This is an optimization exercise on Yosys and OpenROAD, whose aim is small area and a short achievable clock period, not a production implementation.
Function was checked by simulation only, so behaviour that the tests miss may differ from the original.
Power is estimated from default activity; no workload was simulated.

==> design/flow/run.sh <==
#!/bin/bash
# synth_recipe.tcl (not shown) runs the flow's synth.tcl, then flattens the netlist and writes it again
# the make line also repeats each setting of config.mk as NAME=value (left out here)
make -C /OpenROAD-flow-scripts/flow DESIGN_CONFIG=/design/flow/config.mk WORK_HOME=/design/flow/orfs CLKGATE_MAP_FILE= SYNTH_SCRIPT=/design/flow/synth_recipe.tcl finish
==> design/flow/config.mk <==
export PLATFORM = sky130hd
export DESIGN_NAME = rename_unit
export DESIGN_NICKNAME = rename_unit
export VERILOG_FILES = /design/flow/design.v
export SDC_FILE = /design/flow/constraint.sdc
export NUM_CORES = 4
export LEC_CHECK = 0
export CAP_MARGIN = 20
export CORE_MARGIN = 2
export CORE_UTILIZATION = 40
export SETUP_SLACK_MARGIN = 4.0
export SLEW_MARGIN = 20
export TNS_END_PERCENT = 5
==> design/flow/constraint.sdc <==
create_clock -name core_clock -period 8.0 [get_ports {clk}]
set_input_delay 1.6000 -clock core_clock [delete_from_list [all_inputs] [get_ports {clk}]]
set_output_delay 1.6000 -clock core_clock [all_outputs]
set_load 0.01 [all_outputs]
==> design/flow/design.v <==
`default_nettype none
package rename_pkg;
  localparam int NUM_AREG   = 32;   
  localparam int NUM_PREG   = 64;   
  localparam int FREE_DEPTH = 32;   
  localparam int BR_DEPTH   = 4;    
  localparam int ZERO_AREG  = 31;   
  localparam int AW         = 5;    
  localparam int PW         = 6;    
  localparam int FW         = 6;    
  localparam int BW         = 2;    
endpackage
`default_nettype wire
`timescale 1ns/10ps
`default_nettype none
module rename_unit (
  input  wire        clk,
  input  wire        rst,
  input  wire        dispatch_i,
  input  wire [4:0]  req_opa_areg_i,
  input  wire [4:0]  req_opb_areg_i,
  input  wire [4:0]  req_dest_areg_i,
  input  wire        req_is_branch_i,
  input  wire        cdb_valid_i,
  input  wire [5:0]  cdb_preg_i,
  input  wire        retire_i,
  input  wire [5:0]  retire_preg_i,
  input  wire        resolve_i,
  input  wire        mispredict_i,
  output logic [5:0] rsp_opa_preg_o,
  output logic       rsp_opa_rdy_o,
  output logic [5:0] rsp_opb_preg_o,
  output logic       rsp_opb_rdy_o,
  output logic [5:0] rsp_dest_preg_o,
  output logic [5:0] rsp_dest_old_preg_o,
  output logic       stall_o
);
  localparam int NT = 64;
  logic [4:0]  areg_q [NT];
  logic [NT-1:0] vld_q;
  logic [NT-1:0] rdy_q;
  logic [NT-1:0] ck_vld_q  [4];
  logic [5:0]    ck_head_q [4];
  logic          ck_lap_q  [4];
  logic [1:0]    ck_rd_q;
  logic [1:0]    ck_wr_q;
  logic [2:0]    ck_cnt_q;
  logic [5:0]  fifo_q [32];
  logic [5:0]  head_q;
  logic        lap_q;      
  logic [5:0]  tail_q;
  logic        rec_q;      
  logic dest_real, recover, accept, alloc, push, pop, empty, full;
  assign dest_real = (req_dest_areg_i != 5'd31);
  assign recover   = resolve_i & mispredict_i;
  assign pop       = resolve_i & ~mispredict_i;
  assign empty     = (head_q == tail_q);
  assign full      = ck_cnt_q[2];
  assign stall_o   = rec_q | recover | (dest_real & empty) | (req_is_branch_i & full);
  assign accept    = dispatch_i & ~stall_o;
  assign alloc     = accept & dest_real;
  assign push      = accept & req_is_branch_i;
  logic [5:0] free_tag;
  assign free_tag = lap_q ? fifo_q[head_q[4:0]] : {1'b1, head_q[4:0]};
  logic [NT-1:0] m_a, m_b, m_d, new_dec, cdb_dec, rdy_fwd;
  always_comb begin
    for (int t = 0; t < NT; t++) begin
      if (t == 31) begin
        m_a[t] = (req_opa_areg_i == 5'd31);
        m_b[t] = (req_opb_areg_i == 5'd31);
        m_d[t] = (req_dest_areg_i == 5'd31);
      end else begin
        m_a[t] = vld_q[t] & (areg_q[t] == req_opa_areg_i);
        m_b[t] = vld_q[t] & (areg_q[t] == req_opb_areg_i);
        m_d[t] = vld_q[t] & (areg_q[t] == req_dest_areg_i);
      end
      new_dec[t] = (free_tag == 6'(t));
      cdb_dec[t] = cdb_valid_i & (cdb_preg_i == 6'(t));
      rdy_fwd[t] = (t == 31) ? 1'b1 : (rdy_q[t] | cdb_dec[t]);
    end
  end
  always_comb begin
    rsp_opa_preg_o      = '0;
    rsp_opb_preg_o      = '0;
    rsp_dest_old_preg_o = '0;
    rsp_opa_rdy_o       = 1'b0;
    rsp_opb_rdy_o       = 1'b0;
    for (int t = 0; t < NT; t++) begin
      rsp_opa_preg_o      = rsp_opa_preg_o      | ({6{m_a[t]}} & 6'(t));
      rsp_opb_preg_o      = rsp_opb_preg_o      | ({6{m_b[t]}} & 6'(t));
      rsp_dest_old_preg_o = rsp_dest_old_preg_o | ({6{m_d[t]}} & 6'(t));
      rsp_opa_rdy_o       = rsp_opa_rdy_o | (m_a[t] & rdy_fwd[t]);
      rsp_opb_rdy_o       = rsp_opb_rdy_o | (m_b[t] & rdy_fwd[t]);
    end
  end
  assign rsp_dest_preg_o = dest_real ? free_tag : 6'd31;
  logic [NT-1:0] vld_upd;    
  always_comb begin
    for (int t = 0; t < NT; t++)
      vld_upd[t] = (t == 31) ? 1'b1 : ((vld_q[t] & ~(alloc & m_d[t])) | (alloc & new_dec[t]));
  end
  always_ff @(posedge clk) begin
    for (int t = 0; t < NT; t++) begin
      if (t != 31) begin
        if (rst) begin
          vld_q[t] <= (t < 32);
          rdy_q[t] <= 1'b1;
        end else begin
          vld_q[t] <= recover ? ck_vld_q[ck_rd_q][t] : vld_upd[t];
          rdy_q[t] <= rdy_fwd[t] & ~(alloc & new_dec[t]);
        end
      end
    end
  end
  always_ff @(posedge clk) begin
    for (int t = 0; t < NT; t++) begin
      if (t != 31) begin
        if (t < 32 && rst) areg_q[t] <= 5'(t);
        else if (alloc & new_dec[t]) areg_q[t] <= req_dest_areg_i;
      end
    end
  end
  logic [5:0] head_nx;
  logic       lap_nx;
  always_comb begin
    head_nx = head_q + 6'(alloc);
    lap_nx  = lap_q | (alloc & (head_q[4:0] == 5'd31));
  end
  always_ff @(posedge clk) begin
    if (rst) begin
      head_q <= 6'd0;
      lap_q  <= 1'b0;
      tail_q <= 6'd32;
    end else begin
      head_q <= recover ? ck_head_q[ck_rd_q] : head_nx;
      lap_q  <= recover ? ck_lap_q[ck_rd_q]  : lap_nx;
      tail_q <= tail_q + 6'(retire_i);
    end
  end
  always_ff @(posedge clk) begin
    for (int i = 0; i < 32; i++)
      if (retire_i && tail_q[4:0] == 5'(i)) fifo_q[i] <= retire_preg_i;
  end
  always_ff @(posedge clk) begin
    for (int e = 0; e < 4; e++) begin
      if (push && ck_wr_q == 2'(e)) begin
        ck_vld_q[e]  <= vld_upd;
        ck_head_q[e] <= head_nx;
        ck_lap_q[e]  <= lap_nx;
      end
    end
  end
  always_ff @(posedge clk) begin
    if (rst) begin
      ck_rd_q  <= 2'd0;
      ck_wr_q  <= 2'd0;
      ck_cnt_q <= 3'd0;
      rec_q    <= 1'b0;
    end else begin
      rec_q <= recover;
      if (recover) begin
        ck_rd_q  <= ck_wr_q;
        ck_cnt_q <= 3'd0;
      end else begin
        ck_wr_q  <= ck_wr_q + 2'(push);
        ck_rd_q  <= ck_rd_q + 2'(pop);
        ck_cnt_q <= ck_cnt_q + 3'(push) - 3'(pop);
      end
    end
  end
endmodule
`default_nettype wire
==> impl_metrics.csv, run 1 <==
group,metric,value,unit
yosys,synth-main-ff-cell,"edfxtp_1",
yosys,yosys.area.top_type_share,0.393,
yosys,mappedNetlistArea,48300,um2
yosys,synth_top_area_cell,"edfxtp_1",
layout,nNetsFinal,4650,
floorplan,core,120000,um2
cts,htree_levels,3,
critical_path,path_cells,"buf_16, buf_6, xor2_1, nor4_1, and3_4, nor4_4, buf_6, nand3_2, or4b_4, or4_4, buf_6",
yosys,ys_seq_elements,934,
global_routing,grt_antenna_before_repair,5,
global_routing,grt_pass1_wl,294,mm
routing,drtIter0Drc,5527,
yosys,synthDistinctLibCells,89,
cts,tritoncts,"yes",
cts,clock_sinks,934,
timing,period_needed,5.72,ns
global_routing,grt_overflow,0,
routing,vias,39500,
cts,ctsHoldBuffers,0,
place,gp_congestion,1.05,
routing,drt-total-wl,212,mm
timing,layout_setup_ws,2.28,ns
cts,clk_pin_slew_worst_paths,0.06,ns
global_routing,grt_max_degree,96,
global_routing,grt_util_all_layers,0.336,
timing,period_share,0.714,
yosys,avgSynthCellArea,11.6,um2
yosys,synthCells,4182,
routing,drc,0,
floorplan,die_h,352,um
critical_path,worstPathRequired,6.40,ns
power_and_ir_drop,ir_drop,0.174,mV
floorplan,initial_utilization,0.403,
layout,drive_gt1_frac,0.273,
power_and_ir_drop,leakage,23.8,nW
yosys,synth_area_leaders,"edfxtp_1 (39%), xor2_1 (14%), dfxtp_1 (13%)",
power_and_ir_drop,power.density,194,nW/um2
place,pre_cts_ws,0.835,ns
timing,tightest_slew,1.19,ns
status,status,"no timing/DRC/antenna violations",
yosys,ys_seq_area_frac,0.518,
critical_path,crit_fanout,8,
routing,via_per_inst,6.26,
floorplan,num_rows,127,
global_routing,grt_pass1_vias,37500,
critical_path,crit_type,"input port to primary output",
critical_path,timing.critical_path.buf_inv,4,
cts,root_buffer,"clkbuf_16",
layout,areaGrowthSynthToFinish,29.9,%
critical_path,cp-start-kind,"input port",
critical_path,slowest_stage,"or4_4",
critical_path,max_stage_delay,0.59,ns
timing,setup_viol,0,
yosys,ys.warnings.count,6,
timing,drv_slew,0,
timing,slew_headroom,0.199,
timing,fin_tns_setup,0,ns
floorplan,chipWidth,352,um
critical_path,crit_family,"simple AND/OR/NAND/NOR gates",
cts,cts_made_buffers,102,
floorplan,die-area,124000,um2
critical_path,crit_top_cell,"buf_6",
min_path,hold_path.class,"flip-flop to flip-flop",
routing,wl_per_cell,33.5,um
cts,clkLatencyLatePin,0.75,ns
routing,drtAntennaViolNets,0,
timing,rsz0062_at_grt,"yes",
floorplan,ios,62,
run,maxCapViolCount,0,
yosys,synth_edf_count,632,
critical_path,end_kind,"primary output",
place,dpl.hpwl,130,mm
cts,cts_max_path_buffers,3,
place,io_buffers,61,
routing,dr.pass1.iters,6,
yosys,synth_nets,4226,
timing,max_freq,175,MHz
timing,finClkSkew,0.0510,ns
critical_path,arrival,4.12,ns
timing,hold_violations,0,
yosys,async_reset_ff_frac,0,
## final timing paths
path	start	endpoint	slack (ns)	cells past startpoint
min reg2reg	tail_q[5]	tail_q[5]	0.52	2
min	tail_q[5]	tail_q[5]	0.52	2
max reg2reg	head_q[0]	ck_vld_q[3][22]	3.31	22
max	req_dest_areg_i[1]	rsp_dest_old_preg_o[3]	2.28	11
## sequential cells by signal (all words and copies together) (netlist names), 2 cells and up
signal,count
areg_q,315
ck_cnt_q,3
ck_head_q,24
ck_lap_q,4
ck_rd_q,2
ck_vld_q,252
ck_wr_q,2
fifo_q,192
head_q,6
rdy_q,63
tail_q,6
vld_q,63
## cells by family (layout without fill, tap and decap cells)
logic type / Yosys count / in the layout / synth area share
other: 0 / 3 / 0
muxes: 217 / 217 / 0.0634
buffers and inverters: 292 / 806 / 0.0255
and+or+nand+nor: 1261 / 1261 / 0.142
adders and majority gates: 9 / 9 / 0.00249
xor gates and xnor gates: 963 / 963 / 0.175
DFF: 934 / 934 / 0.518
AOI/OAI and AO/OA: 506 / 506 / 0.0739
## synth_stat cells (13+ instances only)
| cell type | n |
|---|---|
| xor2_1 | 762 |
| edfxtp_1 | 632 |
| dfxtp_1 | 302 |
| nor4_1 | 251 |
| nand2_1 | 240 |
| xnor2_1 | 201 |
| nor2_1 | 183 |
| nand3_1 | 161 |
| and3_1 | 157 |
| clkbuf_1 | 139 |
| mux2i_1 | 135 |
| o21ai_0 | 102 |
| a21o_1 | 97 |
| a21oi_1 | 78 |
| mux4_2 | 70 |
| buf_2 | 55 |
| nor3_1 | 46 |
| nand4_1 | 45 |
| buf_1 | 44 |
| a31oi_1 | 41 |
| a22o_1 | 38 |
| inv_1 | 35 |
| nor2b_1 | 33 |
| a22oi_1 | 27 |
| a32o_1 | 26 |
| nand2b_1 | 22 |
| and2_1 | 16 |
| o22ai_1 | 15 |
| nand2_2 | 13 |
| or4_1 | 13 |
## where the power goes
group | internal [W] | switching [W]
Sequential | 0.00523 | 0.0000744
Combinational | 0.000724 | 0.00104
Clock | 0.00299 | 0.00212
Total | 0.00894 | 0.00323
## tightest hold or removal path, stage by stage, from the launching register on
cell and delay, ns:
dfxtp_1 0.36, xor2_1 0.07, nand2_1 0.06
## routing by layer
layer / vias up / wire (um) / global-route usage
li1: 16300 / - / -
met5: - / 11 / 0
met2: 2725 / 90500 / 0.500
met1: 19800 / 82600 / 0.447
met3: 690 / 24200 / 0.0850
met4: 2 / 14400 / 0.181
## timing repair
item                                    4_1_cts  5_1_grt
gates resized for setup                     766      185
endpoints found under the setup margin     1018      928
pin swaps                                   176       80
buffers inserted                            241       53
gates cloned                                 57        3
## cell usage in the layout (no fill, tap or decap), drive strengths merged, types with 135 or more instances in the layout
cell,instances
mux2i,135
buf,527
dfxtp,302
nor4,264
xor2,762
nand2,253
edfxtp,632
clkbuf,149
nand3,161
nor2,183
xnor2,201
and3,157
## area by class of cell
class | instances | area [um2]
Timing Repair Buffer | 572 | 7280
Tap cell | 1612 | 2020
Clock buffer | 142 | 2880
Inverter | 40 | 158
Sequential cell | 934 | 25100
Antenna cell | 3 | 7.51
Multi-Input combinational cell | 2956 | 24600
Fill cell | 10300 | 57100
Clock inverter | 52 | 773
## stage by stage
| step | instances | instance area (um2) | hold WS, ns | total power [W] | utilization |
|---|---|---|---|---|---|
| 5_1_grt | 6308 | 62700 | 0.535 | 0.0124 | 0.524 |
| 6_report | 6311 | 62700 | 0.518 | 0.0122 | 0.524 |
| 2_1_floorplan | 4182 | 48600 | 0.473 | 0.00612 | - |
| 4_1_cts | 6252 | 61300 | 0.515 | 0.0121 | 0.512 |
| 3_3_place_gp | 5760 | 51300 | 0.493 | 0.00663 | 0.428 |
| 3_5_place_dp | 5760 | 51300 | 0.502 | 0.00664 | 0.428 |
==> inputs of run 2 (changes only) <==
--- a/design/flow/config.mk
+++ b/design/flow/config.mk
@@ -8,6 +8,4 @@
 export CAP_MARGIN = 20
 export CORE_MARGIN = 2
 export CORE_UTILIZATION = 40
-export SETUP_SLACK_MARGIN = 4.0
 export SLEW_MARGIN = 20
-export TNS_END_PERCENT = 5
==> impl_metrics.csv, run 2 <==
group,metric,value,unit
critical_path,crit_fanout,41,
layout,drive_gt1_frac,0.121,
timing,period_needed,7.36,ns
layout,largest_reg_flops,315,
layout,nNetsFinal,4303,
timing,drv_slew,0,
floorplan,num_rows,127,
layout,layout_common_cells,"xor2_1 (762), edfxtp_1 (632), dfxtp_1 (297), nor4_1 (241), nand2_1 (240)",
timing,slew_headroom,0.166,
min_path,whs_path_depth,2,
yosys,synthDistinctLibCells,89,
timing,tightest_slew,1.25,ns
cts,clk_pin_slew_worst_paths,0.06,ns
yosys,yosys.area.top_type_share,0.393,
layout,areaGrowthSynthToFinish,13.8,%
critical_path,path_cells,"buf_6, buf_12, xor2_1, nor4_1, and3_1, nor4_1, nand4_1, or4_1, clkdlybuf4s50_1",
critical_path,arrival,5.76,ns
critical_path,crit_type,"input port to primary output",
routing,via_per_inst,6.08,
power_and_ir_drop,leakage,20.4,nW
yosys,synth_adder_area_share,0.00249,
cts,root_buffer,"clkbuf_16",
yosys,ys_seq_area_frac,0.518,
routing,wl_per_cell,31.1,um
timing,setup_viol,0,
power_and_ir_drop,ir_drop,0.187,mV
global_routing,grt_overflow,0,
layout,post-route-util,0.459,
timing,finClkSkew,0.0610,ns
timing,fin_tns_setup,0,ns
yosys,synth_top_area_cell,"edfxtp_1",
critical_path,worstPathRequired,6.40,ns
layout,reg_top3,"areg_q: 315 flops, ck_vld_q: 252 flops, fifo_q: 192 flops",
floorplan,core,120000,um2
power_and_ir_drop,power.density,212,nW/um2
global_routing,grt_util_all_layers,0.297,
timing,rsz0062_at_grt,"no",
cts,post_cts_buffers,0,
layout,layout_commonest_cell,"xor2_1",
cts,cts_resized,0,
floorplan,ios,62,
global_routing,grt_antenna_before_repair,6,
yosys,mappedNetlistArea,48300,um2
yosys,synth_edf_count,632,
routing,dr.pass1.iters,6,
floorplan,initial_utilization,0.403,
cts,clkLatencyLatePin,0.77,ns
place,dpl.hpwl,132,mm
routing,drtIter0Drc,4332,
power_and_ir_drop,switchingPower,0.00306,W
critical_path,max_stage_delay,1.05,ns
yosys,ys_seq_elements,934,
yosys,ys.warnings.count,6,
critical_path,end_kind,"primary output",
place,io_buffers,61,
layout,diodes,0,
critical_path,timing.critical_path.buf_inv,3,
cts,ctsHoldBuffers,0,
global_routing,grt_pass1_vias,34700,
yosys,synthMuxAreaShare,0.0634,
power_and_ir_drop,clockPowerShare,0.432,
critical_path,crit_cells,9,
yosys,async_reset_ff_frac,0,
status,status,"no timing/DRC/antenna violations",
critical_path,slowest_stage,"nor4_1",
cts,tritoncts,"yes",
cts,cts_made_buffers,103,
timing,period_share,0.920,
floorplan,die_h,352,um
cts,cts_max_path_buffers,3,
yosys,synth_xor_area_frac,0.175,
yosys,synth_area_leaders,"edfxtp_1 (39%), xor2_1 (14%), dfxtp_1 (13%)",
power_and_ir_drop,seqPwrFrac,0.456,
critical_path,crit_top_cell,"nor4_1",
routing,vias,36200,
power_and_ir_drop,p_int,0.00858,W
critical_path,crit_family,"simple AND/OR/NAND/NOR gates",
place,pre_cts_ws,0.991,ns
yosys,synth_nets,4226,
yosys,avgSynthCellArea,11.6,um2
layout,max_flop_register,"areg_q",
cts,htree_levels,3,
floorplan,die-area,124000,um2
yosys,synthCells,4182,
yosys,yosysMostFrequentCell,"xor2_1",
cts,clock_sinks,934,
power_and_ir_drop,swShare,0.263,
yosys,synth_top_family_by_area,"XOR/XNOR gates",
timing,layout_setup_ws,0.642,ns
yosys,synth-main-ff-cell,"edfxtp_1",
yosys,synth_compound_area_frac,0.0739,
global_routing,grt_max_degree,65,
routing,drc,0,
global_routing,grt_pass1_wl,264,mm
min_path,hold_path.class,"flip-flop to flip-flop",
routing,drtAntennaViolNets,0,
critical_path,r2r_cells,9,
routing,drt-total-wl,185,mm
critical_path,cp-start-kind,"input port",
power_and_ir_drop,pwr-share-comb,0.112,
floorplan,chipWidth,352,um
timing,max_freq,136,MHz
run,maxCapViolCount,0,
timing,hold_violations,0,
yosys,netlist_top_cells_count,"xor2_1 (762), edfxtp_1 (632), dfxtp_1 (302), nor4_1 (251), nand2_1 (240)",
yosys,synth_simple_gate_area_frac,0.142,
timing,hold_slack,0.515,ns
place,gp_congestion,1.03,
[run 2: tightest hold or removal path, stage by stage (launching register included)]
cell	delay, ns
dfxtp_1	0.35
xor2_1	0.08
nand2_1	0.05
[run 2: path summary, 6_finish.rpt]
check / startpoint / endpoint / slack [ns]
max reg2reg: head_q[3] / vld_q[58] / 2.68
min: tail_q[5] / tail_q[5] / 0.51
max: req_dest_areg_i[2] / rsp_dest_old_preg_o[3] / 0.64
min reg2reg: tail_q[5] / tail_q[5] / 0.51
[run 2: metal layers]
metal  routed length [um]  part of all wire  GRT usage  vias to the layer above
li1                     -                 -          -                    15500
met5                   36           0.00019          0                        -
met4                 8150             0.044      0.126                        6
met1                80400              0.43      0.427                    18400
met2                79800              0.43      0.439                     1928
met3                16900             0.091     0.0544                      374
[run 2: power by group through the flow]
| stage | Clock (W) | Combinational [W] | Sequential, W |
|---|---|---|---|
| after global routing | 0.00527 | 0.00135 | 0.00531 |
| final | 0.00503 | 0.00130 | 0.00530 |
| after global placement | 0 | 0.00125 | 0.00540 |
| after floorplan | 0 | 0.000742 | 0.00536 |
| after CTS | 0.00508 | 0.00127 | 0.00530 |
| after detailed placement | 0 | 0.00127 | 0.00540 |
[run 2: kinds of logic after synthesis]
| kind of cell | count (synthesis) |
|---|---|
| simple gates | 1261 |
| xor+xnor | 963 |
| flops | 934 |
| compound gates | 506 |
| buf+inv | 292 |
| mux | 217 |
| fa+ha+maj | 9 |
[run 2: cell type report]
class                           count  area, um2
Fill cell                       11000      64800
Sequential cell                   934      25000
Multi-Input combinational cell   2956      22200
Clock buffer                      135       2790
Tap cell                         1612       2020
Timing Repair Buffer              224       1950
Clock inverter                     58        781
Inverter                           40        153
[run 2: through the flow]
step                      cells  power [W]  cell area [um2]
after floorplan            4182    0.00610            48300
after global placement     5764    0.00666            51300
after detailed placement   5766    0.00667            51400
after CTS                  5959     0.0117            54900
after global routing       5959     0.0119            55000
final                      5959     0.0116            55000
==> inputs of run 3 (changes only) <==
--- a/design/flow/config.mk
+++ b/design/flow/config.mk
@@ -5,7 +5,9 @@
 export SDC_FILE = /design/flow/constraint.sdc
 export NUM_CORES = 4
 export LEC_CHECK = 0
+export ABC_CLOCK_PERIOD_IN_PS = 4000
 export CAP_MARGIN = 20
 export CORE_MARGIN = 2
 export CORE_UTILIZATION = 40
+export SETUP_SLACK_MARGIN = 3.5
 export SLEW_MARGIN = 20
==> impl_metrics.csv, run 3 <==
group,metric,value,unit
status,status,"no timing/DRC/antenna violations",
floorplan,initial_utilization,0.403,
global_routing,grt_antenna_before_repair,9,
global_routing,grt_pass1_wl,290,mm
layout,seqCellArea,25100,um2
yosys,synthDistinctLibCells,89,
routing,wl_per_cell,33.3,um
yosys,netlist_top_cells_count,"xor2_1 (762), edfxtp_1 (632), dfxtp_1 (302), nor4_1 (251), nand2_1 (240)",
floorplan,ios,62,
cts,tritoncts,"yes",
cts,ctsHoldBuffers,0,
layout,stdcell_count,6319,
layout,reg_top3,"areg_q: 315 flops, ck_vld_q: 252 flops, fifo_q: 192 flops",
place,io_buffers,61,
layout,fill_cells,10300,
timing,period_share,0.701,
critical_path,rrSetupSlack,3.56,ns
timing,period_needed,5.61,ns
floorplan,die-area,124000,um2
yosys,yosysMostFrequentCell,"xor2_1",
routing,drt-total-wl,210,mm
cts,clock_sinks,934,
layout,max_flop_register,"areg_q",
cts,clk_pin_slew_worst_paths,0.06,ns
cts,htree_levels,3,
yosys,ys.warnings.count,6,
timing,fin_tns_setup,0,ns
yosys,synthMuxAreaShare,0.0634,
yosys,synth_area_leaders,"edfxtp_1 (39%), xor2_1 (14%), dfxtp_1 (13%)",
yosys,synth_top_family_by_area,"XOR/XNOR gates",
floorplan,num_rows,127,
layout,nNetsFinal,4660,
yosys,synthCells,4182,
cts,root_buffer,"clkbuf_16",
timing,drv_slew,0,
place,dpl.hpwl,130,mm
layout,drive_gt1_frac,0.275,
critical_path,end_kind,"primary output",
timing,max_freq,178,MHz
yosys,ys_seq_elements,934,
timing,rsz0062_at_grt,"yes",
timing,slew_headroom,0.226,
yosys,yosys.area.top_type_share,0.393,
yosys,ys_seq_area_frac,0.518,
power_and_ir_drop,ir_drop,0.193,mV
critical_path,r2r_cells,12,
layout,layout_commonest_cell,"xor2_1",
layout,multi_input_area,24400,um2
yosys,async_reset_ff_frac,0,
global_routing,grt_pass1_vias,36700,
yosys,mappedNetlistArea,48300,um2
routing,drc,0,
critical_path,r2r_start,"head_q[1]",
yosys,synth-main-ff-cell,"edfxtp_1",
routing,drtAntennaViolNets,0,
min_path,hold_path.class,"flip-flop to flip-flop",
layout,post-route-util,0.521,
yosys,avgSynthCellArea,11.6,um2
cts,cts_max_path_buffers,3,
critical_path,r2r-end,"ck_vld_q[1][29]",
yosys,synth_nets,4226,
cts,cts_made_buffers,102,
power_and_ir_drop,leakage,23.7,nW
global_routing,grt_overflow,0,
yosys,synth_edf_count,632,
timing,finClkSkew,0.0495,ns
critical_path,worstPathRequired,6.40,ns
critical_path,cp-endpoint,"rsp_dest_old_preg_o[3]",
floorplan,core,120000,um2
floorplan,die_h,352,um
layout,layout_common_cells,"xor2_1 (739), edfxtp_1 (632), buf_4 (326), dfxtp_1 (294), nand2_1 (221)",
timing,setup_viol,0,
routing,drtIter0Drc,5692,
critical_path,crit_fanout,6,
floorplan,chipWidth,352,um
routing,dr.pass1.iters,6,
global_routing,grt_max_degree,62,
yosys,synth_compound_area_frac,0.0739,
layout,areaGrowthSynthToFinish,29.3,%
place,place_inst,5746,
global_routing,grt_util_all_layers,0.332,
yosys,synth_adder_area_share,0.00249,
yosys,synth_xor_area_frac,0.175,
routing,vias,39300,
routing,via_per_inst,6.21,
critical_path,crit_type,"input port to primary output",
cts,clkLatencyLatePin,0.74,ns
yosys,synth_top_area_cell,"edfxtp_1",
yosys,synth_simple_gate_area_frac,0.142,
critical_path,arrival,4.01,ns
place,gp_congestion,1.05,
layout,largest_reg_flops,315,
timing,tightest_slew,1.16,ns
timing,hold_violations,0,
power_and_ir_drop,power.density,193,nW/um2
critical_path,startpoint,"req_dest_areg_i[3]",
run,maxCapViolCount,0,
critical_path,cp-start-kind,"input port",
run 3: cell counts after synthesis:
Identical to the previous run, type by type.
run 3: worst min path at each step:
stage / from / depth (start not counted) / end / slack (ns)
CTS: tail_q[5] / 2 / tail_q[5] / 0.52
global placement: tail_q[5] / 2 / tail_q[5] / 0.50
floorplan: vld_q[21] / 2 / vld_q[21] / 0.47
finish: tail_q[5] / 2 / tail_q[5] / 0.52
global route: areg_q[6][4] / 2 / areg_q[6][4] / 0.54
detailed placement: tail_q[5] / 2 / tail_q[5] / 0.51
run 3: through the flow:
step	worst slack [ns]	power (W)	hold WS, ns	cell area, um2
4_1_cts	2.39	0.0120	0.520	60900
3_5_place_dp	1.36	0.00665	0.508	51400
3_3_place_gp	1.34	0.00665	0.497	51400
6_report	2.39	0.0121	0.520	62400
2_1_floorplan	2.77	0.00618	0.473	49600
5_1_grt	2.36	0.0123	0.545	62400
run 3: timing repair:
| item | 4_1_cts | 5_1_grt |
|---|---|---|
| setup buffers | 253 | 75 |
| gates cloned | 44 | 5 |
| pin swaps | 137 | 97 |
| resized for setup | 784 | 164 |
| setup endpoints to repair | 821 | 175 |
run 3: report_power, final:
part / internal, W / leakage (nW) / switching, W
Sequential: 0.00523 / 8.12 / 0.0000703
Clock: 0.00287 / 1.71 / 0.00215
Combinational: 0.000713 / 13.9 / 0.00105
Total: 0.00880 / 23.7 / 0.00327
run 3: critical path, cell delays in order:
cell     delay (ns)
buf_16         0.16
xor2_1         0.17
nor4_1         0.08
and3_4         0.22
nor4_4         0.36
nand3_1        0.14
or4b_4         0.52
or4_4          0.58
buf_6          0.16
run 3: logic make-up (layout without fill, tap and decap cells):
group | after synthesis | after routing
AOI/OAI and AO/OA | 506 | 506
adders and majority gates | 9 | 9
DFF | 934 | 934
xor gates and xnor gates | 963 | 963
muxes | 217 | 217
buffers and inverters | 292 | 814
other | 0 | 2
and+or+nand+nor | 1261 | 1262
run 3: cell type report:
cell class | instances | share of cell area
inverters | 40 | 0.00265
clock inverters | 70 | 0.0132
flip-flops and latches | 934 | 0.401
diodes | 2 | 0.0000802
repair buffers | 581 | 0.115
multi-input cells | 2957 | 0.391
well taps | 1612 | 0.0323
clock buffers | 123 | 0.0440
run 3: metal layers:
| layer | track usage | vias to the layer above | part of all wire |
|---|---|---|---|
| li1 | - | 16300 | - |
| met2 | 0.477 | 2693 | 0.42 |
| met5 | 0 | - | 0.00014 |
| met4 | 0.162 | 6 | 0.057 |
| met3 | 0.0852 | 619 | 0.12 |
| met1 | 0.464 | 19700 | 0.40 |
==> inputs of run 4 (changes only) <==
==> design/flow/config.mk (replaced) <==
export PLATFORM = sky130hd
export DESIGN_NAME = rename_unit
export DESIGN_NICKNAME = rename_unit
export VERILOG_FILES = /design/flow/design.v
export SDC_FILE = /design/flow/constraint.sdc
export NUM_CORES = 4
export LEC_CHECK = 0
export CAP_MARGIN = 20
export CORE_MARGIN = 2
export CORE_UTILIZATION = 60
export SETUP_SLACK_MARGIN = 3.5
export SLEW_MARGIN = 20
==> impl_metrics.csv, run 4 <==
group,metric,value,unit
timing,hold_slack,0.529,ns
routing,drt-total-wl,206,mm
timing,finClkSkew,0.0468,ns
cts,cts_max_path_buffers,3,
layout,areaGrowthSynthToFinish,27.4,%
power_and_ir_drop,ir_drop,0.220,mV
timing,rsz0062_at_grt,"yes",
floorplan,core,80200,um2
timing,fin_tns_setup,0,ns
yosys,yosysMostFrequentCell,"xor2_1",
yosys,ys_seq_elements,934,
critical_path,crit_fanout,11,
critical_path,crit_type,"input port to primary output",
critical_path,end_kind,"primary output",
layout,fill_cells,4906,
yosys,synth_adder_area_share,0.00249,
floorplan,initial_utilization,0.603,
cts,htree_levels,3,
floorplan,die-area,82800,um2
layout,nNetsFinal,4651,
layout,layout_common_cells,"xor2_1 (716), edfxtp_1 (632), buf_4 (325), dfxtp_1 (294), nand2_1 (215)",
global_routing,grt_pass1_wl,280,mm
timing,drv_slew,0,
routing,vias,40800,
status,status,"no timing/DRC/antenna violations",
yosys,synth_compound_area_frac,0.0739,
layout,drive_gt1_frac,0.277,
yosys,synth_xor_area_frac,0.175,
yosys,ys.warnings.count,6,
timing,period_needed,5.75,ns
yosys,yosys.area.top_type_share,0.393,
layout,max_flop_register,"areg_q",
yosys,synth_edf_count,632,
layout,reg_top3,"areg_q: 315 flops, ck_vld_q: 252 flops, fifo_q: 192 flops",
floorplan,ios,62,
global_routing,grt_antenna_before_repair,11,
power_and_ir_drop,pwr-share-comb,0.152,
routing,via_per_inst,7.09,
layout,layout_commonest_cell,"xor2_1",
cts,root_buffer,"clkbuf_16",
cts,clkLatencyLatePin,0.70,ns
power_and_ir_drop,swShare,0.271,
global_routing,grt_pass1_vias,37700,
cts,cts_made_buffers,96,
timing,period_share,0.719,
power_and_ir_drop,seqPwrFrac,0.450,
floorplan,chipWidth,288,um
place,gp_congestion,1.11,
power_and_ir_drop,p_int,0.00857,W
layout,largest_reg_flops,315,
floorplan,num_rows,104,
yosys,synth_top_family_by_area,"XOR/XNOR gates",
yosys,synth-main-ff-cell,"edfxtp_1",
global_routing,grt_overflow,0,
place,io_buffers,61,
yosys,netlist_top_cells_count,"xor2_1 (762), edfxtp_1 (632), dfxtp_1 (302), nor4_1 (251), nand2_1 (240)",
global_routing,grt_util_all_layers,0.476,
floorplan,die_h,288,um
timing,max_freq,174,MHz
yosys,synthMuxAreaShare,0.0634,
power_and_ir_drop,leakage,23.6,nW
yosys,synth_nets,4226,
cts,clk_pin_slew_worst_paths,0.06,ns
routing,wl_per_cell,35.8,um
yosys,synth_area_leaders,"edfxtp_1 (39%), xor2_1 (14%), dfxtp_1 (13%)",
yosys,synth_simple_gate_area_frac,0.142,
cts,ctsHoldBuffers,0,
power_and_ir_drop,switchingPower,0.00319,W
yosys,async_reset_ff_frac,0,
yosys,synthCells,4182,
critical_path,worstPathRequired,6.40,ns
yosys,synth_top_area_cell,"edfxtp_1",
cts,clock_sinks,934,
critical_path,cp-start-kind,"input port",
yosys,ys_seq_area_frac,0.518,
yosys,synthDistinctLibCells,89,
timing,slew_headroom,0.188,
routing,drtIter0Drc,6438,
layout,multi_input_area,24700,um2
critical_path,arrival,4.15,ns
min_path,hold_path.class,"flip-flop to flip-flop",
routing,dr.pass1.iters,8,
power_and_ir_drop,total_power,0.0118,W
routing,drtAntennaViolNets,0,
yosys,avgSynthCellArea,11.6,um2
power_and_ir_drop,clockPowerShare,0.398,
run,maxCapViolCount,0,
layout,seqCellArea,25100,um2
yosys,mappedNetlistArea,48300,um2
cts,tritoncts,"yes",
routing,drc,0,
timing,tightest_slew,1.22,ns
place,dpl.hpwl,124,mm
global_routing,grt_max_degree,70,
timing,setup_viol,0,
timing,hold_violations,0,
power_and_ir_drop,power.density,191,nW/um2
==> run 4: cell counts after synthesis <==
Identical to the previous run, type by type.
==> run 4: power groups by stage <==
stage | Combinational [W] | Sequential (W) | Clock [W]
6_report | 0.00178 | 0.00530 | 0.00468
5_1_grt | 0.00180 | 0.00530 | 0.00484
4_1_cts | 0.00155 | 0.00529 | 0.00466
3_5_place_dp | 0.00123 | 0.00539 | 0
3_3_place_gp | 0.00121 | 0.00539 | 0
2_1_floorplan | 0.000818 | 0.00536 | 0
==> run 4: layout make-up <==
type | instances | area share
clock buffer | 122 | 0.0423
timing repair buffer | 578 | 0.114
clock inverter | 59 | 0.0110
antenna | 1 | 0.0000407
inverter | 40 | 0.00270
tap | 1060 | 0.0215
multi-input combinational | 2957 | 0.402
sequential | 934 | 0.407
==> run 4: final timing paths <==
check	from	slack, ns	depth (start not counted)	endpoint
hold / removal	tail_q[5]	0.53	2	tail_q[5]
setup / recovery	req_opa_areg_i[2]	2.25	11	rsp_opa_rdy_o
hold reg to reg	tail_q[5]	0.53	2	tail_q[5]
setup reg to reg	head_q[3]	3.52	9	areg_q[51][0]
==> run 4: worst max-delay path: stages <==
cell and delay [ns]:
buf_16 0.14, buf_12 0.18, xor2_1 0.27, nor4_1 0.12
and3_2 0.32, nor2b_1 0.23, nor4_4 0.23, o2111ai_2 0.20
nor4_2 0.35, nand4_1 0.26, buf_2 0.22
==> run 4: what timing repair did <==
item,4_1_cts,5_1_grt
buffers inserted,197,123
resized for setup,698,256
setup endpoints to repair,968,164
pin swaps,142,145
gates cloned,42,9
==> run 4: stage by stage <==
step	std cells	setup WS, ns	instance area (um2)	utilization
detailed placement	5198	1.11	50600	0.632
CTS	5618	2.42	59200	0.739
global placement	5198	1.13	50600	0.631
global route	5751	2.29	61600	0.768
floorplan	4182	2.77	49600	-
finish	5751	2.25	61600	0.768
==> run 4: kinds of logic after synthesis <==
group / count (synthesis)
muxes: 217
buffers and inverters: 292
AOI/OAI and AO/OA: 506
xor gates and xnor gates: 963
DFF: 934
adders and majority gates: 9
and+or+nand+nor: 1261
==> run 4: layer usage <==
layer | wire length, um | vias up | track usage
met5 | 87 | - | 0
met4 | 19200 | 12 | 0.333
met3 | 29500 | 1047 | 0.136
met2 | 85700 | 3646 | 0.691
met1 | 71100 | 19900 | 0.616
li1 | - | 16200 | -
==> inputs of run 5 (changes only) <==
--- a/design/flow/config.mk
+++ b/design/flow/config.mk
@@ -7,6 +7,7 @@
 export LEC_CHECK = 0
 export CAP_MARGIN = 20
 export CORE_MARGIN = 2
-export CORE_UTILIZATION = 60
+export CORE_UTILIZATION = 70
+export PLACE_DENSITY = 0.75
 export SETUP_SLACK_MARGIN = 3.5
 export SLEW_MARGIN = 20
==> impl_metrics.csv, run 5 <==
group,metric,value,unit
status,status,"did not finish",
status,failed_stage,"global routing",
status,firstError,"[ERROR GRT-0232] Routing congestion too high. Check the congestion heatmap in the GUI.",
floorplan,ios,62,
place,io_buffers,61,
global_routing,grt_max_degree,77,
yosys,ys_seq_elements,934,
yosys,yosys.area.top_type_share,0.393,
yosys,ys_seq_area_frac,0.518,
yosys,mappedNetlistArea,48300,um2
floorplan,chipWidth,267,um
floorplan,initial_utilization,0.706,
global_routing,grt_overflow,465,
cts,cts_max_path_buffers,3,
timing,worst_path_end_type,"primary output",
timing,worst_endpoint,"rsp_dest_old_preg_o[4]",
yosys,synth_area_leaders,"edfxtp_1 (39%), xor2_1 (14%), dfxtp_1 (13%)",
place,gp_congestion,1.16,
cts,cts_made_buffers,95,
place,dpl.hpwl,119,mm
floorplan,die_h,267,um
yosys,async_reset_ff_frac,0,
cts,htree_levels,3,
yosys,synth_edf_count,632,
yosys,synthCells,4182,
yosys,avgSynthCellArea,11.6,um2
place,place_inst,4997,
yosys,netlist_top_cells_count,"xor2_1 (762), edfxtp_1 (632), dfxtp_1 (302), nor4_1 (251), nand2_1 (240)",
cts,clock_sinks,934,
yosys,synthDistinctLibCells,89,
global_routing,grt_util_all_layers,0.829,
yosys,ys.warnings.count,6,
cts,root_buffer,"clkbuf_16",
place,pre_cts_ws,1.13,ns
yosys,synth_top_area_cell,"edfxtp_1",
cts,ctsHoldBuffers,0,
yosys,synth-main-ff-cell,"edfxtp_1",
yosys,yosysMostFrequentCell,"xor2_1",
yosys,synth_nets,4226,
floorplan,num_rows,96,
[run 5: cell counts after synthesis]
No cell type changed its count.
[run 5: power groups by stage]
stage | clock (W) | combinational [W] | sequential [W]
2_1_floorplan | 0 | 0.000818 | 0.00536
3_3_place_gp | 0 | 0.00117 | 0.00539
3_5_place_dp | 0 | 0.00120 | 0.00539
4_1_cts | 0.00491 | 0.00160 | 0.00530
[run 5: cells by family after synthesis]
| logic type | after synthesis | share of synthesized area |
|---|---|---|
| mux | 217 | 0.0634 |
| buf+inv | 292 | 0.0255 |
| simple gates | 1261 | 0.142 |
| compound gates | 506 | 0.0739 |
| fa+ha+maj | 9 | 0.00249 |
| xor+xnor | 963 | 0.175 |
| flops | 934 | 0.518 |
[run 5: timing repair]
action | in CTS
buffers inserted | 264
cloned | 51
setup endpoints to repair | 784
pin swaps | 157
gates resized for setup | 780
[run 5: worst max-delay path by stage]
stage / startpoint / to / cells after the start / slack [ns]
4_1_cts: req_dest_areg_i[1] / rsp_dest_old_preg_o[4] / 10 / 2.44
3_5_place_dp: req_dest_areg_i[1] / rsp_dest_old_preg_o[4] / 10 / 1.13
2_1_floorplan: req_dest_areg_i[1] / rsp_dest_old_preg_o[3] / 9 / 2.77
3_3_place_gp: req_dest_areg_i[1] / rsp_dest_old_preg_o[4] / 10 / 1.17
[run 5: layer usage]
layer | GRT overflow | GRT usage
met1 | 7 | 0.837
met2 | 233 | 0.954
met3 | 23 | 0.712
met4 | 202 | 0.818
met5 | 0 | 0.449
[run 5: per-stage QoR]
stage / total power (W) / area, um2 / util
detailed placement: 0.00659 / 50200 / 0.733
floorplan: 0.00618 / 49600 / -
global placement: 0.00656 / 50200 / 0.733
CTS: 0.0118 / 60200 / 0.879
==> inputs of run 6 (changes only) <==
--- a/design/flow/config.mk
+++ b/design/flow/config.mk
@@ -7,7 +7,7 @@
 export LEC_CHECK = 0
 export CAP_MARGIN = 20
 export CORE_MARGIN = 2
-export CORE_UTILIZATION = 70
+export CORE_UTILIZATION = 55
 export PLACE_DENSITY = 0.75
 export SETUP_SLACK_MARGIN = 3.5
 export SLEW_MARGIN = 20
==> impl_metrics.csv, run 6 <==
group,metric,value,unit
layout,areaGrowthSynthToFinish,25.7,%
timing,hold_violations,0,
routing,drc,0,
routing,drt-total-wl,202,mm
timing,finClkSkew,0.0443,ns
yosys,yosysMostFrequentCell,"xor2_1",
floorplan,ios,62,
yosys,mappedNetlistArea,48300,um2
floorplan,num_rows,108,
global_routing,grt_max_degree,80,
yosys,ys_seq_area_frac,0.518,
critical_path,r2r_start,"head_q[0]",
layout,layout_common_cells,"xor2_1 (742), edfxtp_1 (632), buf_4 (309), dfxtp_1 (294), nand2_1 (220)",
routing,wl_per_cell,34.8,um
power_and_ir_drop,power.density,192,nW/um2
timing,rsz0062_at_grt,"yes",
yosys,synth_nets,4226,
critical_path,r2r_cells,14,
timing,tightest_slew,1.19,ns
yosys,synthCells,4182,
layout,reg_top3,"areg_q: 315 flops, ck_vld_q: 252 flops, fifo_q: 192 flops",
global_routing,grt_pass1_wl,278,mm
timing,period_needed,5.73,ns
timing,setup_viol,0,
critical_path,r2r-end,"ck_vld_q[2][20]",
timing,period_share,0.716,
routing,dr.pass1.iters,9,
global_routing,grt_overflow,0,
yosys,ys.warnings.count,6,
layout,diodes,0,
cts,clkLatencyLatePin,0.75,ns
critical_path,max_stage_delay,0.57,ns
floorplan,initial_utilization,0.556,
run,maxCapViolCount,0,
timing,drv_slew,0,
yosys,netlist_top_cells_count,"xor2_1 (762), edfxtp_1 (632), dfxtp_1 (302), nor4_1 (251), nand2_1 (240)",
status,status,"no timing/DRC/antenna violations",
critical_path,slowest_stage,"or4_4",
yosys,synth-main-ff-cell,"edfxtp_1",
timing,fin_tns_setup,0,ns
yosys,async_reset_ff_frac,0,
routing,via_per_inst,6.98,
floorplan,core,86900,um2
global_routing,grt_antenna_before_repair,10,
layout,nNetsFinal,4605,
critical_path,startpoint,"req_dest_areg_i[4]",
global_routing,grt_util_all_layers,0.432,
cts,htree_levels,3,
critical_path,end_kind,"primary output",
yosys,ys_seq_elements,934,
critical_path,cp-start-kind,"input port",
layout,drive_gt1_frac,0.258,
cts,cts_made_buffers,97,
timing,max_freq,175,MHz
yosys,synth_top_area_cell,"edfxtp_1",
cts,cts_max_path_buffers,3,
yosys,yosys.area.top_type_share,0.393,
yosys,synth_area_leaders,"edfxtp_1 (39%), xor2_1 (14%), dfxtp_1 (13%)",
critical_path,crit_family,"simple AND/OR/NAND/NOR gates",
critical_path,timing.critical_path.buf_inv,3,
timing,slew_headroom,0.206,
global_routing,grt_pass1_vias,38300,
cts,root_buffer,"clkbuf_16",
min_path,hold_start,"areg_q[6][3]",
floorplan,chipWidth,300,um
layout,layout_commonest_cell,"xor2_1",
layout,max_flop_register,"areg_q",
routing,vias,40500,
critical_path,cp-endpoint,"rsp_dest_old_preg_o[3]",
power_and_ir_drop,ir_drop,0.299,mV
yosys,avgSynthCellArea,11.6,um2
cts,clk_pin_slew_worst_paths,0.06,ns
floorplan,die_h,300,um
min_path,hold_path.class,"flip-flop to flip-flop",
cts,tritoncts,"yes",
place,dpl.hpwl,121,mm
critical_path,arrival,4.13,ns
yosys,synthDistinctLibCells,89,
power_and_ir_drop,total_power,0.0117,W
layout,largest_reg_flops,315,
floorplan,die-area,90200,um2
critical_path,path_cells,"buf_16, buf_4, xor2_1, nor4_1, and3_4, nor4_4, nand3_1, or4b_4, or4_4, buf_6",
critical_path,crit_cells,10,
place,gp_congestion,1.04,
routing,drtAntennaViolNets,0,
routing,drtIter0Drc,6337,
power_and_ir_drop,leakage,23.2,nW
critical_path,crit_fanout,6,
critical_path,worstPathRequired,6.40,ns
critical_path,rrSetupSlack,3.21,ns
place,io_buffers,61,
critical_path,crit_type,"input port to primary output",
yosys,synth_edf_count,632,
cts,clock_sinks,934,
cts,ctsHoldBuffers,0,
[run 6: cell families after synthesis]
| kind of cell | Yosys count | synth area share |
|---|---|---|
| flops | 934 | 0.518 |
| mux | 217 | 0.0634 |
| xor+xnor | 963 | 0.175 |
| buf+inv | 292 | 0.0255 |
| fa+ha+maj | 9 | 0.00249 |
| simple gates | 1261 | 0.142 |
| compound gates | 506 | 0.0739 |
[run 6: routing by layer]
layer / vias up / wire, um / track usage
met5: - / 62 / 0
met2: 3461 / 84100 / 0.626
met3: 1067 / 29100 / 0.141
met1: 19800 / 70300 / 0.553
met4: 10 / 18600 / 0.293
li1: 16100 / - / -
[run 6: where the power goes]
group / leakage, nW / switching (W) / total [W] / internal (W)
clock network: 1.55 / 0.00203 / 0.00461 / 0.00258
logic: 13.5 / 0.00104 / 0.00174 / 0.000701
registers: 8.12 / 0.0000732 / 0.00530 / 0.00523
[run 6: stage by stage]
step	instances	worst slack (ns)	area [um2]	hold WS, ns	utilization
after floorplan	4182	2.77	49600	0.473	-
after global placement	5283	1.14	50600	0.492	0.583
after detailed placement	5284	1.15	50700	0.510	0.583
after CTS	5711	2.36	59100	0.524	0.680
after global routing	5800	2.26	60700	0.545	0.699
final	5800	2.27	60700	0.529	0.699
[run 6: final cells by class]
class                      instances  area (um2)
clock buffer                     135        2630
clock inverter                    48         566
fill                            5815       26200
inverter                          40         155
multi-input combinational       2958       24400
sequential                       934       25000
tap                             1155        1450
timing repair buffer             530        6450
[run 6: how the worst min path moves through the flow]
stage | end | slack [ns] | cells after the start
2_1_floorplan | vld_q[21] | 0.47 | 2
3_3_place_gp | tail_q[5] | 0.49 | 2
3_5_place_dp | tail_q[5] | 0.51 | 2
4_1_cts | tail_q[5] | 0.52 | 2
5_1_grt | tail_q[5] | 0.55 | 2
6_report | areg_q[6][3] | 0.53 | 2
[run 6: tightest hold or removal path, delay by kind of cell, from the launching register on]
kind	cells	cell delay (ns)
flip-flops	1	0.35
AND/OR/NAND/NOR	1	0.07
multiplexers	1	0.06
[run 6: repair_timing]
| action | 4_1_cts | 5_1_grt |
|---|---|---|
| pin swaps | 133 | 127 |
| setup endpoints to repair | 903 | 195 |
| setup buffers | 203 | 82 |
| gates resized for setup | 714 | 189 |
| gates cloned | 41 | 7 |
==> inputs of run 7 (changes only) <==
--- a/design/flow/config.mk
+++ b/design/flow/config.mk
@@ -7,7 +7,7 @@
 export LEC_CHECK = 0
 export CAP_MARGIN = 20
 export CORE_MARGIN = 2
-export CORE_UTILIZATION = 55
-export PLACE_DENSITY = 0.75
+export CORE_UTILIZATION = 40
 export SETUP_SLACK_MARGIN = 3.5
 export SLEW_MARGIN = 20
+export TNS_END_PERCENT = 10
==> impl_metrics.csv, run 7 <==
group,metric,value,unit
status,status,"no timing/DRC/antenna violations",
global_routing,grt_pass1_vias,37400,
yosys,async_reset_ff_frac,0,
critical_path,path_cells,"buf_16, xor2_1, nor4_1, and3_2, nor4b_4, buf_4, nand4b_1, or3_1, or4_4, buf_6",
yosys,ys.warnings.count,6,
layout,max_flop_register,"areg_q",
layout,nNetsFinal,4659,
layout,areaGrowthSynthToFinish,30.1,%
yosys,synth_simple_gate_area_frac,0.142,
cts,htree_levels,3,
yosys,synthCells,4182,
yosys,ys_seq_elements,934,
layout,seqCellArea,25100,um2
routing,drtAntennaViolNets,0,
timing,max_freq,174,MHz
cts,ctsHoldBuffers,0,
layout,fill_cells,10200,
yosys,mappedNetlistArea,48300,um2
power_and_ir_drop,leakage,23.9,nW
routing,vias,39500,
global_routing,met2_usage,0.498,
yosys,yosysMostFrequentCell,"xor2_1",
timing,hold_violations,0,
place,gp_congestion,1.05,
layout,layout_common_cells,"xor2_1 (733), edfxtp_1 (632), buf_4 (313), dfxtp_1 (294), nand2_1 (225)",
yosys,synth_adder_area_share,0.00249,
critical_path,cp-start-kind,"input port",
timing,drv_slew,0,
layout,reg_top3,"areg_q: 315 flops, ck_vld_q: 252 flops, fifo_q: 192 flops",
yosys,synth_xor_area_frac,0.175,
place,io_buffers,61,
routing,dr.pass1.iters,19,
floorplan,die-area,124000,um2
yosys,synthMuxAreaShare,0.0634,
timing,setup_viol,0,
critical_path,arrival,4.13,ns
critical_path,worstPathRequired,6.40,ns
cts,clk_pin_slew_worst_paths,0.06,ns
global_routing,grt_pass1_wl,294,mm
min_path,hold_path.class,"flip-flop to flip-flop",
yosys,synth_edf_count,632,
timing,period_share,0.717,
yosys,yosys.area.top_type_share,0.393,
cts,cts_max_path_buffers,3,
yosys,synth_top_family_by_area,"XOR/XNOR gates",
routing,drt-total-wl,212,mm
global_routing,grt_antenna_before_repair,5,
yosys,synth_area_leaders,"edfxtp_1 (39%), xor2_1 (14%), dfxtp_1 (13%)",
floorplan,chipWidth,352,um
cts,cts_made_buffers,102,
layout,multi_input_area,24600,um2
timing,period_needed,5.73,ns
cts,clkLatencyLatePin,0.74,ns
layout,drive_gt1_frac,0.274,
timing,slew_headroom,0.211,
layout,layout_commonest_cell,"xor2_1",
layout,fin_area,62800,um2
critical_path,crit_fanout,6,
timing,tightest_slew,1.18,ns
place,dpl_cell_area,51300,um2
place,dpl.hpwl,130,mm
timing,fin_tns_setup,0,ns
floorplan,core,120000,um2
critical_path,max_stage_delay,0.46,ns
routing,via_per_inst,6.25,
cts,clock_sinks,934,
run,maxCapViolCount,0,
timing,rsz0062_at_grt,"yes",
global_routing,grt_max_degree,96,
routing,drtIter0Drc,5570,
global_routing,grt_util_all_layers,0.336,
yosys,avgSynthCellArea,11.6,um2
critical_path,crit_type,"input port to primary output",
floorplan,num_rows,127,
floorplan,ios,62,
yosys,synth_nets,4226,
floorplan,die_h,352,um
global_routing,use_met3,0.0898,
power_and_ir_drop,power.density,194,nW/um2
floorplan,initial_utilization,0.403,
yosys,synth_top_area_cell,"edfxtp_1",
layout,largest_reg_flops,315,
power_and_ir_drop,ir_drop,0.173,mV
yosys,synthDistinctLibCells,89,
cts,root_buffer,"clkbuf_16",
global_routing,top_usage_layer,"met2",
critical_path,end_kind,"primary output",
critical_path,slowest_stage,"or4_4",
yosys,synth-main-ff-cell,"edfxtp_1",
yosys,synth_compound_area_frac,0.0739,
routing,wl_per_cell,33.5,um
global_routing,met1_usage,0.444,
routing,drc,0,
timing,finClkSkew,0.0538,ns
global_routing,grt_overflow,0,
yosys,netlist_top_cells_count,"xor2_1 (762), edfxtp_1 (632), dfxtp_1 (302), nor4_1 (251), nand2_1 (240)",
yosys,ys_seq_area_frac,0.518,
cts,tritoncts,"yes",
==> run 7: area by class of cell <==
class	count	area share
Inverter	40	0.00255
Sequential cell	934	0.399
Timing Repair Buffer	581	0.118
Multi-Input combinational cell	2956	0.391
Clock inverter	52	0.0123
Antenna cell	1	0.0000398
Tap cell	1612	0.0321
Clock buffer	142	0.0458
==> run 7: final timing paths <==
check / slack, ns / endpoint / start / cells past startpoint
max: 2.27 / rsp_dest_old_preg_o[4] / req_dest_areg_i[4] / 10
min: 0.52 / tail_q[5] / tail_q[5] / 2
max reg2reg: 3.39 / ck_vld_q[3][22] / head_q[0] / 21
min reg2reg: 0.52 / tail_q[5] / tail_q[5] / 2
==> run 7: cell families after synthesis <==
| family | after synthesis |
|---|---|
| fa+ha+maj | 9 |
| buf+inv | 292 |
| simple gates | 1261 |
| compound gates | 506 |
| flops | 934 |
| mux | 217 |
| xor+xnor | 963 |
==> run 7: worst max-delay path: cells and delay by family <==
kind                   cells  cell delay, ns
XOR/XNOR                   1            0.25
buffers and inverters      3            0.48
AND/OR/NAND/NOR            6            1.78
==> run 7: repair_timing <==
item | 4_1_cts | 5_1_grt
endpoints found under the setup margin | 768 | 479
cloned | 57 | 3
buffers inserted | 235 | 67
pin swaps | 174 | 89
gates resized for setup | 762 | 184
endpoints found under the hold margin | 0 | 0
==> run 7: report_power, final <==
group          switching [W]  total (W)  internal, W
Clock                0.00211    0.00511      0.00299
Sequential         0.0000744    0.00530      0.00523
Combinational        0.00103    0.00176     0.000722
Total                0.00322     0.0122      0.00894
==> run 7: per-layer routing <==
metal	vias up	routed length, um
li1	16300	-
met1	19700	81900
met4	4	14800
met2	2771	90100
met3	717	25000
met5	-	27
==> run 7: metrics by stage <==
stage | total power, W | setup slack [ns] | hold WS [ns] | util | instances
final | 0.0122 | 2.27 | 0.519 | 0.524 | 6318
after global routing | 0.0124 | 2.28 | 0.535 | 0.524 | 6317
after floorplan | 0.00612 | 2.77 | 0.473 | - | 4182
after detailed placement | 0.00664 | 0.835 | 0.502 | 0.428 | 5760
after global placement | 0.00663 | 0.825 | 0.493 | 0.428 | 5760
after CTS | 0.0121 | 2.41 | 0.515 | 0.511 | 6246
==> inputs of run 8 (changes only) <==
--- a/design/flow/config.mk
+++ b/design/flow/config.mk
@@ -10,4 +10,3 @@
 export CORE_UTILIZATION = 40
 export SETUP_SLACK_MARGIN = 3.5
 export SLEW_MARGIN = 20
-export TNS_END_PERCENT = 10
==> impl_metrics.csv, run 8 <==
group,metric,value,unit
status,status,"no timing/DRC/antenna violations",
layout,areaGrowthSynthToFinish,29.3,%
yosys,synthCells,4182,
timing,fin_tns_setup,0,ns
routing,via_per_inst,6.21,
yosys,ys.warnings.count,6,
routing,dr.pass1.iters,6,
yosys,synth_top_area_cell,"edfxtp_1",
layout,max_flop_register,"areg_q",
layout,reg_top3,"areg_q: 315 flops, ck_vld_q: 252 flops, fifo_q: 192 flops",
routing,vias,39300,
floorplan,die-area,124000,um2
yosys,synth-main-ff-cell,"edfxtp_1",
power_and_ir_drop,total_power,0.0121,W
cts,clock_sinks,934,
global_routing,grt_antenna_before_repair,9,
cts,clkLatencyLatePin,0.74,ns
layout,largest_reg_flops,315,
floorplan,die_h,352,um
cts,ctsHoldBuffers,0,
floorplan,initial_utilization,0.403,
timing,rsz0062_at_grt,"yes",
run,maxCapViolCount,0,
min_path,hold_start,"tail_q[5]",
critical_path,rrSetupSlack,3.56,ns
cts,cts_max_path_buffers,3,
routing,drtAntennaViolNets,0,
critical_path,crit_fanout,6,
yosys,synth_area_leaders,"edfxtp_1 (39%), xor2_1 (14%), dfxtp_1 (13%)",
yosys,mappedNetlistArea,48300,um2
yosys,ys_seq_elements,934,
critical_path,arrival,4.01,ns
power_and_ir_drop,ir_drop,0.193,mV
min_path,whs_path_depth,2,
cts,tritoncts,"yes",
timing,period_needed,5.61,ns
timing,max_freq,178,MHz
yosys,synthDistinctLibCells,89,
yosys,synth_nets,4226,
global_routing,grt_util_all_layers,0.332,
global_routing,grt_pass1_wl,290,mm
routing,drt-total-wl,210,mm
timing,setup_viol,0,
timing,drv_slew,0,
critical_path,r2r-end,"ck_vld_q[1][29]",
floorplan,core,120000,um2
critical_path,end_kind,"primary output",
yosys,yosysMostFrequentCell,"xor2_1",
critical_path,r2r_cells,12,
routing,top_layer_used,"met5",
cts,cts_made_buffers,102,
global_routing,grt_max_degree,62,
routing,wl_met1,84.3,mm
global_routing,grt_overflow,0,
yosys,synth_edf_count,632,
routing,drc,0,
timing,hold_slack,0.520,ns
timing,hold_violations,0,
timing,tightest_slew,1.16,ns
critical_path,worstPathRequired,6.40,ns
cts,htree_levels,3,
floorplan,num_rows,127,
timing,slew_headroom,0.226,
critical_path,crit_type,"input port to primary output",
cts,clk_pin_slew_worst_paths,0.06,ns
place,io_buffers,61,
place,dpl.hpwl,130,mm
layout,nNetsFinal,4660,
floorplan,ios,62,
routing,wl_met2,87.7,mm
routing,wl_met3,26.2,mm
yosys,ys_seq_area_frac,0.518,
yosys,yosys.area.top_type_share,0.393,
power_and_ir_drop,leakage,23.7,nW
timing,finClkSkew,0.0495,ns
min_path,hold_path.class,"flip-flop to flip-flop",
critical_path,r2r_start,"head_q[1]",
yosys,async_reset_ff_frac,0,
layout,layout_commonest_cell,"xor2_1",
floorplan,chipWidth,352,um
power_and_ir_drop,power.density,193,nW/um2
routing,wl_per_cell,33.3,um
cts,root_buffer,"clkbuf_16",
global_routing,grt_pass1_vias,36700,
min_path,holdPathEnd,"tail_q[5]",
yosys,netlist_top_cells_count,"xor2_1 (762), edfxtp_1 (632), dfxtp_1 (302), nor4_1 (251), nand2_1 (240)",
critical_path,cp-start-kind,"input port",
layout,layout_common_cells,"xor2_1 (739), edfxtp_1 (632), buf_4 (326), dfxtp_1 (294), nand2_1 (221)",
yosys,avgSynthCellArea,11.6,um2
routing,drtIter0Drc,5692,
layout,drive_gt1_frac,0.275,
place,gp_congestion,1.05,
timing,period_share,0.701,
[run 8: cell counts after synthesis]
Identical to the previous run, type by type.
[run 8: worst max path at each step]
stage | to | from
2_1_floorplan | rsp_dest_old_preg_o[3] | req_dest_areg_i[1]
3_3_place_gp | rsp_opb_rdy_o | cdb_preg_i[4]
3_5_place_dp | rsp_opb_rdy_o | cdb_preg_i[4]
4_1_cts | rsp_opb_rdy_o | req_opb_areg_i[2]
5_1_grt | rsp_opb_rdy_o | req_opb_areg_i[3]
6_report | rsp_dest_old_preg_o[3] | req_dest_areg_i[3]
[run 8: per-stage QoR]
step	utilization	area, um2	worst slack [ns]	std cells
CTS	0.509	60900	2.39	6236
floorplan	-	49600	2.77	4182
global placement	0.429	51400	1.34	5746
detailed placement	0.429	51400	1.36	5746
global route	0.521	62400	2.36	6317
finish	0.521	62400	2.39	6319
[run 8: area by class of cell]
| class | count | area, um2 |
|---|---|---|
| tap | 1612 | 2020 |
| multi-input combinational | 2957 | 24400 |
| antenna | 2 | 5.00 |
| timing repair buffer | 581 | 7180 |
| clock inverter | 70 | 826 |
| clock buffer | 123 | 2750 |
| inverter | 40 | 165 |
| sequential | 934 | 25100 |
| fill | 10300 | 57400 |
[run 8: power breakdown]
group / total (W) / switching, W / leakage [nW] / internal [W]
Sequential: 0.00530 / 0.0000703 / 8.12 / 0.00523
Combinational: 0.00176 / 0.00105 / 13.9 / 0.000713
Clock: 0.00502 / 0.00215 / 1.71 / 0.00287
[run 8: timing repair]
action	in CTS	in global routing
endpoints found under the setup margin	821	175
pin swaps	137	97
resized for setup	784	164
buffers inserted	253	75
gates cloned	44	5
[run 8: cell families (layout without fill, tap and decap cells)]
family          Yosys count  after routing  synth area share
buf+inv                 292            814            0.0255
flops                   934            934             0.518
other cells               0              2                 0
fa+ha+maj                 9              9           0.00249
mux                     217            217            0.0634
compound gates          506            506            0.0739
xor+xnor                963            963             0.175
simple gates           1261           1262             0.142
[run 8: per-layer routing]
layer | vias up | GRT usage
met5 | - | 0
met3 | 619 | 0.0852
met2 | 2693 | 0.477
li1 | 16300 | -
met4 | 6 | 0.162
met1 | 19700 | 0.464
[run 8: critical path: stages]
cell and delay (ns):
buf_16 0.16, xor2_1 0.17, nor4_1 0.08, and3_4 0.22
nor4_4 0.36, nand3_1 0.14, or4b_4 0.52, or4_4 0.58
buf_6 0.16

## static timing again, ports no longer ideal
Ports are ideal in the flow. The routed layouts listed here were re-timed in OpenROAD.
Step 1, drivers: a clkbuf_16 drives clk and a buf_2 each remaining input, both assumed.
Step 2 adds t to the input delays and takes it off the output delays; t is the mean of the earliest and latest rising clock arrival at the registers after step 1. Input paths then give back, and output paths get back, about the clock's delay inside the block.
a / b / c = ideal / step 1 / step 2; a / b = the first two.
run	t, ns	setup WS [ns]	hold WS [ns]	latest minus earliest clock arrival (ns)
run 1	0.802	2.284 / 1.933 / 1.933	0.518 / 0.518 / 0.518	0.057 / 0.056
run 2	0.818	0.642 / 0.590 / 0.590	0.515 / 0.515 / 0.515	0.061 / 0.061
run 3	0.798	2.389 / 2.011 / 2.011	0.520 / 0.520 / 0.520	0.050 / 0.049
run 4	0.752	2.251 / 1.959 / 1.959	0.529 / 0.529 / 0.529	0.047 / 0.047
run 6	0.788	2.273 / 1.859 / 1.859	0.529 / 0.529 / 0.529	0.066 / 0.065
run 7	0.793	2.267 / 1.915 / 1.915	0.519 / 0.519 / 0.519	0.061 / 0.060
run 8	0.798	2.389 / 2.011 / 2.011	0.520 / 0.520 / 0.520	0.050 / 0.049
After both steps setup and hold are still met in every run listed. The setup slack of run 6, which loses most, moves by -0.414 ns with the drivers and by -0.414 ns with both steps.
